Context: an optimization exercise on an open-source flow, tuned for small area, a short achievable clock period and few clock cycles. The choices shown serve that exercise and are no tape-out recipe. RTL that was checked went through simulation tests only; none was proved equivalent to the original. Power and IR drop assume default switching activity.

Design plot_command_stream_parser_core, start of the top module:
module plot_command_stream_parser_core (
  input  logic                                  clk,
  input  logic                                  rst,
  input  logic                                  psel,
  input  logic                                  penable,
  input  logic                                  pwrite,
  input  logic [pcsp_pkg::PADDR_BITS-1:0]        paddr,
  input  logic [pcsp_pkg::PDATA_BITS-1:0]        pwdata,
  output logic [pcsp_pkg::PDATA_BITS-1:0]        prdata,
  output logic                                  pready,
  input  logic                                  in_valid,
  output logic                                  in_stall,
  input  logic [7:0]                            ch,
  output logic                                  out_valid,
  input  logic                                  out_stall,
  output logic [1:0]                            event_res,
  output logic [pcsp_pkg::COORD_BITS-1:0]        x_from,
  output logic [pcsp_pkg::COORD_BITS-1:0]        y_from,
  output logic [pcsp_pkg::COORD_BITS-1:0]        x_to,
  output logic [pcsp_pkg::COORD_BITS-1:0]        y_to,
  output logic [6:0]                            code_number
);
export LEC_CHECK = 0
export ABC_AREA = 1
export CAP_MARGIN = 20
export CORE_MARGIN = 2
export CORE_UTILIZATION = 40
export CTS_BUF_LIST = sky130_fd_sc_hd__clkbuf_4
export SLEW_MARGIN = 20
create_clock -name core_clock -period 11.0 [get_ports {clk}]
standard.sh (not shown) runs the stock make flow with config.mk's settings and CLKGATE_MAP_FILE= SYNTH_SCRIPT=/design/flow/synth_recipe.tcl, a recipe that flattens the netlist after the stock synthesis.
==> flow/flow/run.sh <==
#!/bin/bash
# The standard layout (standard.sh: the standard synthesis, floorplan, placement,
# CTS, routing) with two settings it does not expose: the port buffers are the
# smallest plain buffer, and timing repair aims at a setup slack of
# SETUP_SLACK_MARGIN ns at the design's clock period. make's output goes to
# flow_make.log; each ORFS step keeps its own log under orfs/logs.
set -euo pipefail
export SETUP_SLACK_MARGIN=6.6
export BUFFER_PORTS_ARGS="-buffer_cell sky130_fd_sc_hd__buf_1"
bash standard.sh > flow_make.log 2>&1
Testbench counts at the start, summed over its fixed seeds: cycles 24,064.
==> next run, changes <==
--- a/flow/flow/run.sh
+++ b/flow/flow/run.sh
@@ -7,3 +7,3 @@
 set -euo pipefail
-export SETUP_SLACK_MARGIN=6.6
+export SETUP_SLACK_MARGIN=6.3
 export BUFFER_PORTS_ARGS="-buffer_cell sky130_fd_sc_hd__buf_1"
--- a/flow/config.mk
+++ b/flow/config.mk
@@ -7,3 +7,2 @@
 export LEC_CHECK = 0
-export ABC_AREA = 1
 export CAP_MARGIN = 20
@@ -11,3 +10,4 @@
 export CORE_UTILIZATION = 40
-export CTS_BUF_LIST = sky130_fd_sc_hd__clkbuf_4
+export CTS_BUF_LIST = sky130_fd_sc_hd__clkbuf_8
+export CTS_CLUSTER_SIZE = 30
 export SLEW_MARGIN = 20
Synthesized cell count shrinks by a few percent.
Via count is lower by a few percent.
Utilization rose by 0.39 points.
Clock-buffer cell count went down by 66.
Global-route usage is about the same.
Die area stays flat.
==> next run, changes <==
--- a/flow/config.mk
+++ b/flow/config.mk
@@ -7,7 +7,7 @@
 export LEC_CHECK = 0
+export ABC_AREA = 1
 export CAP_MARGIN = 20
 export CORE_MARGIN = 2
-export CORE_UTILIZATION = 40
+export CORE_UTILIZATION = 55
 export CTS_BUF_LIST = sky130_fd_sc_hd__clkbuf_8
-export CTS_CLUSTER_SIZE = 30
 export SLEW_MARGIN = 20
Via count hardly moves.
Global-route usage rose by 5.9 points.
Cell area fell by a few percent.
Clock power barely changes.
Register-to-register slack improves by 0.88 ns.


run 1:
Starting RTL as in the previous note.
==> flow/design.v (excerpt) <==
module plot_command_stream_parser_core (
  input  logic                                  clk,
  input  logic                                  rst,
  input  logic                                  psel,
  input  logic                                  penable,
  input  logic                                  pwrite,
  input  logic [pcsp_pkg::PADDR_BITS-1:0]        paddr,
  input  logic [pcsp_pkg::PDATA_BITS-1:0]        pwdata,
  output logic [pcsp_pkg::PDATA_BITS-1:0]        prdata,
  output logic                                  pready,
  input  logic                                  in_valid,
  output logic                                  in_stall,
  input  logic [7:0]                            ch,
  output logic                                  out_valid,
  input  logic                                  out_stall,
  output logic [1:0]                            event_res,
  output logic [pcsp_pkg::COORD_BITS-1:0]        x_from,
  output logic [pcsp_pkg::COORD_BITS-1:0]        y_from,
  output logic [pcsp_pkg::COORD_BITS-1:0]        x_to,
  output logic [pcsp_pkg::COORD_BITS-1:0]        y_to,
  output logic [6:0]                            code_number
);
  pcsp_pkg::pcsp_cfg_t cfg;
  logic       blocked, go, emit, seg, seg_n;
  logic [6:0] dval;
  logic [pcsp_pkg::COORD_BITS-1:0] pos_x_n, pos_y_n, prev_x_n, prev_y_n;
  pcsp_cfg u_cfg (
    .clk     (clk),
    .rst     (rst),
    .psel    (psel),
    .penable (penable),
    .pwrite  (pwrite),
    .paddr   (paddr),
    .pwdata  (pwdata),
    .prdata  (prdata),
    .pready  (pready),
    .cfg     (cfg)
  );
  assign in_stall = blocked;
  ...
==> flow/config.mk <==
export PLATFORM = sky130hd
export DESIGN_NAME = plot_command_stream_parser_core
export DESIGN_NICKNAME = plot_command_stream_parser_core
export VERILOG_FILES = /design/flow/design.v
export SDC_FILE = /design/flow/constraint.sdc
export NUM_CORES = 4
export LEC_CHECK = 0
export ABC_AREA = 1
export CAP_MARGIN = 20
export CORE_MARGIN = 2
export CORE_UTILIZATION = 40
export CTS_BUF_LIST = sky130_fd_sc_hd__clkbuf_8
export SLEW_MARGIN = 20
==> flow/constraint.sdc <==
create_clock -name core_clock -period 11.0 [get_ports {clk}]
set_input_delay 2.2000 -clock core_clock [delete_from_list [all_inputs] [get_ports {clk}]]
set_output_delay 2.2000 -clock core_clock [all_outputs]
set_load 0.01 [all_outputs]
==> flow/flow/run.sh <==
#!/bin/bash
# The standard layout (standard.sh: the standard synthesis, floorplan, placement,
# CTS, routing) with two settings it does not expose: the port buffers are the
# smallest plain buffer, and timing repair aims at a setup slack of
# SETUP_SLACK_MARGIN ns at the design's clock period. make's output goes to
# flow_make.log; each ORFS step keeps its own log under orfs/logs.
set -euo pipefail
export SETUP_SLACK_MARGIN=6.3
export BUFFER_PORTS_ARGS="-buffer_cell sky130_fd_sc_hd__buf_1"
bash standard.sh > flow_make.log 2>&1
Testbench counts of run 1, summed over its fixed seeds: cycles 24,064.
Here is what was changed in the inputs of run 2 compared with run 1.
Settings: CORE_UTILIZATION now 55, was 40.
-- flow/flow/run.sh --
<<< run 1, line 8
export SETUP_SLACK_MARGIN=6.3
>>> run 2, line 8
export SETUP_SLACK_MARGIN=6.0
Findings:
Compared with run 1, run 2 shows post-cts repair resize count that has gone down by more than 10%. | area of the core | higher: run 1 |. Diff run 2 and run 1: post-CTS setup buffer count lower in run 2. Compared run 2 vs run 1, and routed wire length is down in run 2. Comparing run 2 and run 1, the higher final area was measured on run 1.
Input changes introduced in run 3 (baseline for comparison: run 2):
Settings: swapping 55 for 70 in CORE_UTILIZATION.
-- flow/flow/run.sh --
<<< run 2, line 8
export SETUP_SLACK_MARGIN=6.0
>>> run 3, line 8
export SETUP_SLACK_MARGIN=6.3
## What came out
Cmp run 2 and run 3 / total routed wirelength / higher: run 2
Run 3 vs run 2, instance count: run 3 lower
Going from run 2 to run 3, combined global-route utilization of all metal layers has increased; design area has increased; highest clock frequency the design can meet has increased.


Another version of the RTL of plot_command_stream_parser_core (not shown whole).
For scale: roughly 2000 cells after synthesis, ~320 flip-flops, about 21000 um^2 of cells after synthesis.
Settings: LEC_CHECK=0, CAP_MARGIN=20, CORE_MARGIN=2, CORE_UTILIZATION=40, SLEW_MARGIN=20; clock period 11.0 ns.
==> flow/flow/run.sh <==
#!/bin/bash
# The standard layout (standard.sh: the standard synthesis, floorplan, placement,
# CTS, routing) with two settings it does not expose: the port buffers are the
# smallest plain buffer, and timing repair aims at a setup slack of
# SETUP_SLACK_MARGIN ns at the design's clock period. make's output goes to
# flow_make.log; each ORFS step keeps its own log under orfs/logs.
set -euo pipefail
export SETUP_SLACK_MARGIN=6.3
export BUFFER_PORTS_ARGS="-buffer_cell sky130_fd_sc_hd__buf_1"
bash standard.sh > flow_make.log 2>&1
Next try:
- CTS_BUF_LIST: default -> sky130_fd_sc_hd__clkbuf_8
Effect: Die area stays the same. Cell area shrinks by 0.51%. Routed wire length grows by 0.89%. Via count grows by 0.63%. Final cell count grows by 1.1%. Area after synthesis stays the same. Global-route usage stays flat.
No run of this note included a check of the RTL's function; only the layout flow was run.


plot_command_stream_parser_core, a different RTL version from the one above (not shown whole).
Size in the first run: roughly 2200 cells after synthesis, about 310 flip-flops, roughly 330 I/O pins, ~21000 sq um of cells after synthesis.
export LEC_CHECK = 0
export ABC_AREA = 1
export CAP_MARGIN = 20
export CORE_MARGIN = 2
export CORE_UTILIZATION = 75
export CTS_BUF_LIST = sky130_fd_sc_hd__clkbuf_8
export CTS_CLUSTER_DIAMETER = 60
export CTS_CLUSTER_SIZE = 20
export SLEW_MARGIN = 20
create_clock -name core_clock -period 11.0 [get_ports {clk}]
==> flow/flow/run.sh <==
#!/bin/bash
# The standard layout (standard.sh: the standard synthesis, floorplan, placement,
# CTS, routing) with two settings it does not expose: the port buffers are the
# smallest plain buffer, and timing repair aims at a setup slack of
# SETUP_SLACK_MARGIN ns at the design's clock period. make's output goes to
# flow_make.log; each ORFS step keeps its own log under orfs/logs.
set -euo pipefail
export SETUP_SLACK_MARGIN=6.0
export BUFFER_PORTS_ARGS="-buffer_cell sky130_fd_sc_hd__buf_1"
bash standard.sh > flow_make.log 2>&1
Testbench counts at the start, summed over its fixed seeds: cycles 24,064.
Rerun with:
Settings changed: CORE_UTILIZATION 75 to 70.
Cell area hardly moves.
First-iteration DRC count falls by about a fifth.
Total power falls by a few percent.
Cell count rises slightly.
Register-to-register slack is better by 0.19 ns.
Die area rises by a few percent.
Worst setup slack is better by 0.035 ns.
Rerun with:
Settings changed: CORE_UTILIZATION 70 to 55, CTS_BUF_LIST sky130_fd_sc_hd__clkbuf_8 to sky130_fd_sc_hd__clkbuf_8 sky130_fd_sc_hd__clkbuf_16.
- The new run completed with no timing, DRC or antenna violations
- worst hold slack barely changes
- area after synthesis is unchanged
- utilization fell by 15 points
Rerun with:
Settings changed: CTS_BUF_LIST sky130_fd_sc_hd__clkbuf_8 sky130_fd_sc_hd__clkbuf_16 to sky130_fd_sc_hd__clkbuf_8, CTS_CLUSTER_DIAMETER 60 to 45.
The new run went through all stages and came out clean. Area after synthesis is unchanged. Hold slack got worse by 0.0054 ns. Utilization shrinks by 0.28 points. Cell area is lower by 0.45%. Fmax barely changes. Final cell count rose by 0.75%. Global-route usage went up by 0.19 points. Routed wire length is about the same. Setup slack improves by 0.0058 ns. Clock power shrinks by about 10%. Power went down by 2.1%.
Rerun with:
Settings changed: CTS_CLUSTER_DIAMETER 45 to 60.
Global-route usage falls by 0.22 points.
Design area falls by 0.80%.
Sequential share of layout area rises by 0.31 points.
Via count falls by about 1%.
Routed wire length barely changes.
Clock-buffer cell count falls by 12.
Sequential power is about the same.
Total power falls by 3.0%.
Setup slack is better by 0.0063 ns.
Register-to-register slack is worse by 0.02 ns.
Clock power falls by 15%.

==> port drivers added, routing unchanged <==
The flow's constraints put no driver on any port. The routed layouts listed below were extracted and timed again, unchanged, in two steps. Step 1, drivers: a clkbuf_16 drives clk and a buf_2 each remaining input, both assumed. Step 2, shift: input delay + t, output delay - t, t = (earliest + latest rising clock arrival at the registers) / 2. This alone moves slack from input paths to output paths. Slacks: ideal ports / drivers / drivers and shift; pairs: ideal ports / drivers.
run | t, ns | setup slack, ns | worst hold slack (ns) | worst setup path after step 2 | clock arrival spread, ns
the first run of note 1 | 0.853 | 5.984 / 5.921 / 5.921 | 0.463 / 0.463 / 0.463 | input to output | 0.065 / 0.066
the second run of note 1 | 0.674 | 5.632 / 5.632 / 5.632 | 0.481 / 0.481 / 0.481 | register to register | 0.032 / 0.032
the third run of note 1 | 0.678 | 5.977 / 5.916 / 5.916 | 0.467 / 0.467 / 0.467 | input to output | 0.041 / 0.042
run 1 | 0.682 | 5.967 / 5.901 / 5.870 | 0.457 / 0.457 / 0.457 | input to register | 0.046 / 0.047
run 2 | 0.673 | 5.962 / 5.918 / 5.918 | 0.456 / 0.456 / 0.456 | input to output | 0.036 / 0.036
run 3 | 0.635 | 6.039 / 6.001 / 5.884 | 0.446 / 0.446 / 0.446 | input to register | 0.058 / 0.058
the first run of note 3 | 0.593 | 6.111 / 6.072 / 6.072 | 0.471 / 0.471 / 0.471 | input to output | 0.021 / 0.022
the second run of note 3 | 0.653 | 6.110 / 6.071 / 6.071 | 0.462 / 0.462 / 0.462 | input to output | 0.038 / 0.039
the first run of note 4 | 0.625 | 5.981 / 5.924 / 5.708 | 0.468 / 0.468 / 0.468 | input to register | 0.035 / 0.035
the second run of note 4 | 0.634 | 6.017 / 5.966 / 5.547 | 0.461 / 0.461 / 0.461 | input to register | 0.036 / 0.036
the third run of note 4 | 0.605 | 5.994 / 5.913 / 5.828 | 0.461 / 0.461 / 0.461 | input to register | 0.022 / 0.021
the fourth run of note 4 | 0.651 | 5.999 / 5.922 / 5.807 | 0.455 / 0.455 / 0.455 | input to register | 0.032 / 0.031
the fifth run of note 4 | 0.670 | 6.006 / 5.923 / 5.825 | 0.466 / 0.466 / 0.466 | input to register | 0.057 / 0.056
After both steps every run listed still meets setup and hold. For the second run of note 4, which loses most, drivers alone change the setup slack by -0.051 ns; drivers and shift together by -0.470 ns.
